Source: an optimization exercise on an open RTL-to-GDS flow (aim: small area and a short achievable clock period). Production flows keep margins and buffers that such runs may drop.
Only simulation tests tie the RTL to the original design; equivalence was not proved.
Power and IR drop assume default switching activity.

v24:
Design branch_target_unit, start of the top module:
module branch_target_unit #(
  parameter int XLEN    = 32,
  parameter int ENTRIES = 32,
  localparam int IDX_W  = $clog2(ENTRIES),
  localparam int TAG_W  = XLEN - IDX_W - 2
) (
  input  logic            clk,
  input  logic            rst,
  input  logic            flush_all,
  input  logic [XLEN-1:0] pc_f,
  output logic            pred_taken_f,
  output logic [XLEN-1:0] pred_target_f,
  input  logic            update_e,
  input  logic [XLEN-1:0] pc_e,
  input  logic [XLEN-1:0] imm_ext_e,
  input  logic [XLEN-1:0] rs1_e,
  input  logic            is_jalr_e,
  input  logic            taken_e,
  input  logic            pred_taken_e,
  input  logic [XLEN-1:0] pred_target_e,
  output logic [XLEN-1:0] pc_target_e,
  output logic            mispredict_e
);
Size in the first run: ~83000 sq um of cells after synthesis.
Settings: LEC_CHECK=0, CAP_MARGIN=40, CORE_MARGIN=2, CORE_UTILIZATION=40, CTS_BUF_LIST=sky130_fd_sc_hd__clkbuf_16, CTS_CLUSTER_DIAMETER=60, CTS_CLUSTER_SIZE=20, SETUP_SLACK_MARGIN=2.0, SLEW_MARGIN=40; clock period 9.0 ns.
run.sh (not shown) runs the stock make flow with config.mk's settings and CLKGATE_MAP_FILE= SYNTH_SCRIPT=/design/flow/synth_recipe.tcl, a recipe that flattens the netlist after the stock synthesis.
Inputs modified between v24 and v44:
- SLEW_MARGIN: 40 -> 30
- SETUP_SLACK_MARGIN: 2.0 -> 2.45
- CTS_CLUSTER_SIZE: 20 -> 30
- CTS_CLUSTER_DIAMETER: 60 -> 80
==> flow/flow/run.sh (new file) <==
#!/bin/bash
# The standard layout with two changes:
#  - the input and output ports are buffered with buf_4 instead of the
#    delay-line buffer (clkdlybuf4s50_1) that buffer_ports picks on its own;
#    every port still gets its own buffer.
#  - clock tree synthesis inserts no dummy loads (the arguments are otherwise
#    those ORFS builds from config.mk's CTS settings).
set -euo pipefail
export BUFFER_PORTS_ARGS="-buffer_cell sky130_fd_sc_hd__buf_4"
export CTS_ARGS="-sink_clustering_enable -repair_clock_nets -sink_clustering_size 30 -sink_clustering_max_diameter 80 -buf_list sky130_fd_sc_hd__clkbuf_16 -dont_use_dummy_load"
bash standard.sh finish > standard_flow.log 2>&1
==> flow/standard.sh (new file) <==
#!/bin/bash
# synth_recipe.tcl (not shown) runs the flow's synth.tcl, then flattens the netlist and writes it again
# the make line also repeats each setting of config.mk as NAME=value (left out here)
make -C /OpenROAD-flow-scripts/flow DESIGN_CONFIG=/design/flow/config.mk WORK_HOME=/design/flow/orfs CLKGATE_MAP_FILE= SYNTH_SCRIPT=/design/flow/synth_recipe.tcl "${@:-finish}"
removed: flow/run.sh
The worst setup slack after placement reported for v44 is greater than that of v24 by 530 ps. In the flow results for v44 and v24, the routed wire length on met3 is larger on v44. Re fraction of power consumed by the clock network: v24 was higher than v44. Looking at number of cells upsized or downsized after cts, v44 sits 123 lower than v24 does. v24 has lower highest achievable clock rate than v44. Compared to v24, v44 has count of filler cells inserted in the layout 0.66% higher. Against v24, v44 comes in 0.78 points lower on total global routing track utilization.
Modified inputs, v48 compared to v44
- swapping 80 for 60 in CTS_CLUSTER_DIAMETER
- swapping 30 for 20 in CTS_CLUSTER_SIZE
- swapping 2.45 for 2.6 in SETUP_SLACK_MARGIN
diff --git a/flow/flow/run.sh b/flow/flow/run.sh
--- a/flow/flow/run.sh
+++ b/flow/flow/run.sh
@@ -8,4 +8,4 @@
 set -euo pipefail
 export BUFFER_PORTS_ARGS="-buffer_cell sky130_fd_sc_hd__buf_4"
-export CTS_ARGS="-sink_clustering_enable -repair_clock_nets -sink_clustering_size 30 -sink_clustering_max_diameter 80 -buf_list sky130_fd_sc_hd__clkbuf_16 -dont_use_dummy_load"
+export CTS_ARGS="-sink_clustering_enable -repair_clock_nets -sink_clustering_size 20 -sink_clustering_max_diameter 60 -buf_list sky130_fd_sc_hd__clkbuf_16 -dont_use_dummy_load"
 bash standard.sh finish > standard_flow.log 2>&1
==> run notes <==
Cmp v48 and v44 / number of placed cells counting well taps / lower: v48. Of v48 and v44, it is v48 that has the higher via count of the first global-routing pass. Of v48 and v44, the higher number of clock buffers in the layout belongs to v48. CTS buffer count went up by more than a quarter going from v44 to v48.
#### Input delta (v6 over v48)
- swapping 40 for 55 in CORE_UTILIZATION
- swapping 2.6 for 2.0 in SETUP_SLACK_MARGIN
- putting PLACE_DENSITY at 0.68 where nothing was set
Notes after the runs:
On total routed wirelength, v6 does better than v48.
Between v6 and v48, the routed metal-1 wirelength is lower for v6.
Routed length on met3 went up by a few percent going from v48 to v6.
Fraction of area in registers was higher in v6 than in v48.
Compared to v48, v6 was floorplanned on a smaller die.
Setup slack in v6 is smaller than in v48.
Compared with v48, summed area of non-filler cells in the final layout in v6 decreased by a few percent.
Higher global-route wire length before repair among v6 and v48: v48
For achievable clock frequency, dividing the value from v48 by the value from v6 gives 1.08.
Against v48, v6 reports a portion of total power attributed to the clock network that is higher.
In the tables for v6 and v48, arrival time at the worst endpoint reads higher with v6.
> inputs changed (v6 -> v7)
- a change of CORE_UTILIZATION from 55 to 40
- a change of SETUP_SLACK_MARGIN from 2.0 to 2.3
- a deleted PLACE_DENSITY that had been 0.68
- a change of SLEW_MARGIN from 30 to 60
- a change of CAP_MARGIN from 40 to 60
v6 ended up with fewer cell instances than v7 did.
[compare] base=v6 new=v7: routed length on met3 fell about 17%; clock power rose about 3%; layout clock buffer count rose 2.7%.
Share of the synthesized area in compound gates (AO/OA/AOI/OAI): v7 vs v6 identical
Diff v6 -> v7: fraction of the cycle the final worst path needs shrank by 5.5 points, total power divided by cell area dropped 7.1 nW/um^2, via count fell 1273.

========
== alpha ==
branch_target_unit again, from the RTL that the note above started with.
Settings: LEC_CHECK=0, CAP_MARGIN=20, CORE_MARGIN=2, CORE_UTILIZATION=40, CTS_BUF_LIST=sky130_fd_sc_hd__clkbuf_8, SETUP_SLACK_MARGIN=2.0, SLEW_MARGIN=20; clock period 9.0 ns.
Stock flow here: none of the scripts above is used.
For beta, these inputs were changed with respect to alpha:
==> flow/flow/run.sh (new file) <==
#!/bin/bash
# The standard layout with two changes:
#  - the input and output ports are buffered with buf_4 instead of the
#    delay-line buffer (clkdlybuf4s50_1) that buffer_ports picks on its own;
#    every port still gets its own buffer.
#  - clock tree synthesis inserts no dummy loads (the arguments are otherwise
#    those ORFS builds from config.mk's CTS settings).
set -euo pipefail
export BUFFER_PORTS_ARGS="-buffer_cell sky130_fd_sc_hd__buf_4"
export CTS_ARGS="-sink_clustering_enable -repair_clock_nets -sink_clustering_size 20 -sink_clustering_max_diameter 60 -buf_list sky130_fd_sc_hd__clkbuf_16 -dont_use_dummy_load"
bash standard.sh finish > standard_flow.log 2>&1
==> flow/standard.sh (new file) <==
#!/bin/bash
# synth_recipe.tcl (not shown) runs the flow's synth.tcl, then flattens the netlist and writes it again
# the make line also repeats each setting of config.mk as NAME=value (left out here)
make -C /OpenROAD-flow-scripts/flow DESIGN_CONFIG=/design/flow/config.mk WORK_HOME=/design/flow/orfs CLKGATE_MAP_FILE= SYNTH_SCRIPT=/design/flow/synth_recipe.tcl "${@:-finish}"
diff --git a/flow/config.mk b/flow/config.mk
--- a/flow/config.mk
+++ b/flow/config.mk
@@ -7,7 +7,9 @@
 export LEC_CHECK = 0
-export CAP_MARGIN = 20
+export CAP_MARGIN = 40
 export CORE_MARGIN = 2
 export CORE_UTILIZATION = 40
-export CTS_BUF_LIST = sky130_fd_sc_hd__clkbuf_8
+export CTS_BUF_LIST = sky130_fd_sc_hd__clkbuf_16
+export CTS_CLUSTER_DIAMETER = 60
+export CTS_CLUSTER_SIZE = 20
 export SETUP_SLACK_MARGIN = 2.0
-export SLEW_MARGIN = 20
+export SLEW_MARGIN = 30
removed: flow/run.sh
Results
Sort alpha and beta by global-route wire length before repair, ascending, and alpha comes first.
beta reports its slowest library cell on the worst path as nor4_1 while alpha reports xor2_1.
Relative to alpha, power decreased by about 7% in beta.
For the met3 wirelength from detailed routing, beta came in 7.3% lower than alpha did.
alpha → beta: layout overhead on the synthesized area went down by 5.2 points, final setup slack of the worst path went down by 0.14 ns, power attributed to the clock group went down by 16%.
In the reports for alpha and beta, the smaller first-pass detailed-route iteration total belongs to beta.
Starting DRC count in detailed routing went down slightly going from alpha to beta.
## Diff of input files: gamma against beta
==> flow/run.sh (new file) <==
#!/bin/bash
# synth_recipe.tcl (not shown) runs the flow's synth.tcl, then flattens the netlist and writes it again
# the make line also repeats each setting of config.mk as NAME=value (left out here)
make -C /OpenROAD-flow-scripts/flow DESIGN_CONFIG=/design/flow/config.mk WORK_HOME=/design/flow/orfs CLKGATE_MAP_FILE= SYNTH_SCRIPT=/design/flow/synth_recipe.tcl finish
==> flow/config.mk <==
export PLATFORM = sky130hd
export DESIGN_NAME = branch_target_unit
export DESIGN_NICKNAME = branch_target_unit
export VERILOG_FILES = /design/flow/design.v
export SDC_FILE = /design/flow/constraint.sdc
export NUM_CORES = 4
export LEC_CHECK = 0
export CAP_MARGIN = 20
export CORE_MARGIN = 2
export CORE_UTILIZATION = 40
export SETUP_SLACK_MARGIN = 3.0
export SLEW_MARGIN = 20
removed: flow/flow/run.sh
removed: flow/standard.sh
==> run notes <==
[compare] base=beta new=gamma: share of layout cells above drive strength 1 went up by 7.2 points; setup slack after layout went up by 0.28 ns; total power went up by about 16%; via count went up by 3.2%; critical path buffer and inverter count went up by 7. gamma ends up with lower average wire per cell in the routed design than beta does. Area: gamma vs beta -> gamma larger. gamma completed every stage of the flow, and the final layout passed the timing, design-rule and antenna checks. Both conditions hold for beta: the flow ran to the end and the final layout passed the timing, design-rule and antenna checks. Worst-path cell with the longest stage delay = nor4_1: beta; worst-path cell with the longest stage delay = nand4_1: gamma.
diff inputs: gamma => delta
==> flow/flow/run.sh (new file) <==
#!/bin/bash
# The standard layout with two changes:
#  - the input and output ports are buffered with buf_4 instead of the
#    delay-line buffer (clkdlybuf4s50_1) that buffer_ports picks on its own;
#    every port still gets its own buffer.
#  - clock tree synthesis inserts no dummy loads (the arguments are otherwise
#    those ORFS builds from config.mk's CTS settings).
set -euo pipefail
export BUFFER_PORTS_ARGS="-buffer_cell sky130_fd_sc_hd__buf_4"
export CTS_ARGS="-sink_clustering_enable -repair_clock_nets -sink_clustering_size 20 -sink_clustering_max_diameter 60 -buf_list sky130_fd_sc_hd__clkbuf_16 -dont_use_dummy_load"
bash standard.sh finish > standard_flow.log 2>&1
==> flow/standard.sh (new file) <==
#!/bin/bash
# synth_recipe.tcl (not shown) runs the flow's synth.tcl, then flattens the netlist and writes it again
# the make line also repeats each setting of config.mk as NAME=value (left out here)
make -C /OpenROAD-flow-scripts/flow DESIGN_CONFIG=/design/flow/config.mk WORK_HOME=/design/flow/orfs CLKGATE_MAP_FILE= SYNTH_SCRIPT=/design/flow/synth_recipe.tcl "${@:-finish}"
diff --git a/flow/config.mk b/flow/config.mk
--- a/flow/config.mk
+++ b/flow/config.mk
@@ -7,6 +7,9 @@
 export LEC_CHECK = 0
-export CAP_MARGIN = 20
+export CAP_MARGIN = 40
 export CORE_MARGIN = 2
 export CORE_UTILIZATION = 40
-export SETUP_SLACK_MARGIN = 3.0
-export SLEW_MARGIN = 20
+export CTS_BUF_LIST = sky130_fd_sc_hd__clkbuf_16
+export CTS_CLUSTER_DIAMETER = 60
+export CTS_CLUSTER_SIZE = 20
+export SETUP_SLACK_MARGIN = 2.45
+export SLEW_MARGIN = 30
removed: flow/run.sh
### Flow results
The master of the slowest instance on the critical path comes out nand4_1 in one run and nor3_4 in the other, namely in gamma and delta respectively.
Across both runs, final cell utilization of the core was lower for delta than for gamma.
First-pass GRT wire length is lower on delta
Changes observed in delta relative to gamma: final worst slack saw an increase, initial antenna violation count went up 8, part of the power in the clock network shows a reduction of 7.2 points, logic depth of the worst register-to-register path has decreased.
[inputs] epsilon vs delta
diff --git a/flow/config.mk b/flow/config.mk
--- a/flow/config.mk
+++ b/flow/config.mk
@@ -13,3 +13,3 @@
 export CTS_CLUSTER_SIZE = 20
-export SETUP_SLACK_MARGIN = 2.45
+export SETUP_SLACK_MARGIN = 2.3
 export SLEW_MARGIN = 30
## What came out
| sum of net half-perimeters after detailed placement | epsilon vs delta | 1.0% higher |
Of the two values seen for origin of the worst setup path, pc_f[16] was produced by delta and pc_f[31] by epsilon.
Power dissipated in the clock network: higher on epsilon
epsilon reports a higher wire length of the first global-routing pass than delta does.

-- afterwards: timing with drivers on the ports --
No port has a modelled driver above. Below, the same layouts with a new extraction and two added sets of constraints.
Step 1 assumes that a clkbuf_16 drives the clock port and a buf_2 every other input.
Step 2 adds t to the input delays and takes it off the output delays; t is the mean of the earliest and latest rising clock arrival at the registers after step 1. Input paths then give back, and output paths get back, about the clock's delay inside the block.
Slacks: no drivers / after step 1 / after step 2; pairs: no drivers / after step 1.
run | shift t [ns] | slack for setup (ns) | worst hold slack (ns) | slew at the worst register clock pin (ns)
v24 | 0.962 | 1.885 / 1.827 / 1.283 | 0.543 / 0.543 / 0.543 | 0.09 / 0.09
v44 | 0.879 | 2.005 / 1.806 / 1.431 | 0.554 / 0.554 / 0.554 | 0.12 / 0.12
v48 | 0.895 | 2.260 / 2.176 / 1.473 | 0.535 / 0.535 / 0.535 | 0.09 / 0.09
v6 | 0.893 | 1.695 / 1.592 / 1.259 | 0.541 / 0.541 / 0.541 | 0.08 / 0.08
v7 | 0.925 | 2.188 / 1.995 / 1.612 | 0.535 / 0.535 / 0.535 | 0.09 / 0.09
alpha | 1.159 | 1.843 / 1.757 / 1.135 | 0.550 / 0.550 / 0.550 | 0.07 / 0.07
beta | 0.917 | 1.702 / 1.664 / 1.120 | 0.542 / 0.542 / 0.542 | 0.08 / 0.08
gamma | 0.968 | 1.984 / 1.807 / 1.807 | 0.538 / 0.538 / 0.538 | 0.07 / 0.07
delta | 0.914 | 2.044 / 1.833 / 1.400 | 0.540 / 0.540 / 0.540 | 0.09 / 0.09
epsilon | 0.926 | 2.146 / 2.099 / 1.379 | 0.536 / 0.536 / 0.536 | 0.09 / 0.09
After both steps every run listed still meets setup and hold. For v48, which loses most, drivers alone change the setup slack by -0.084 ns; drivers and shift together by -0.787 ns.
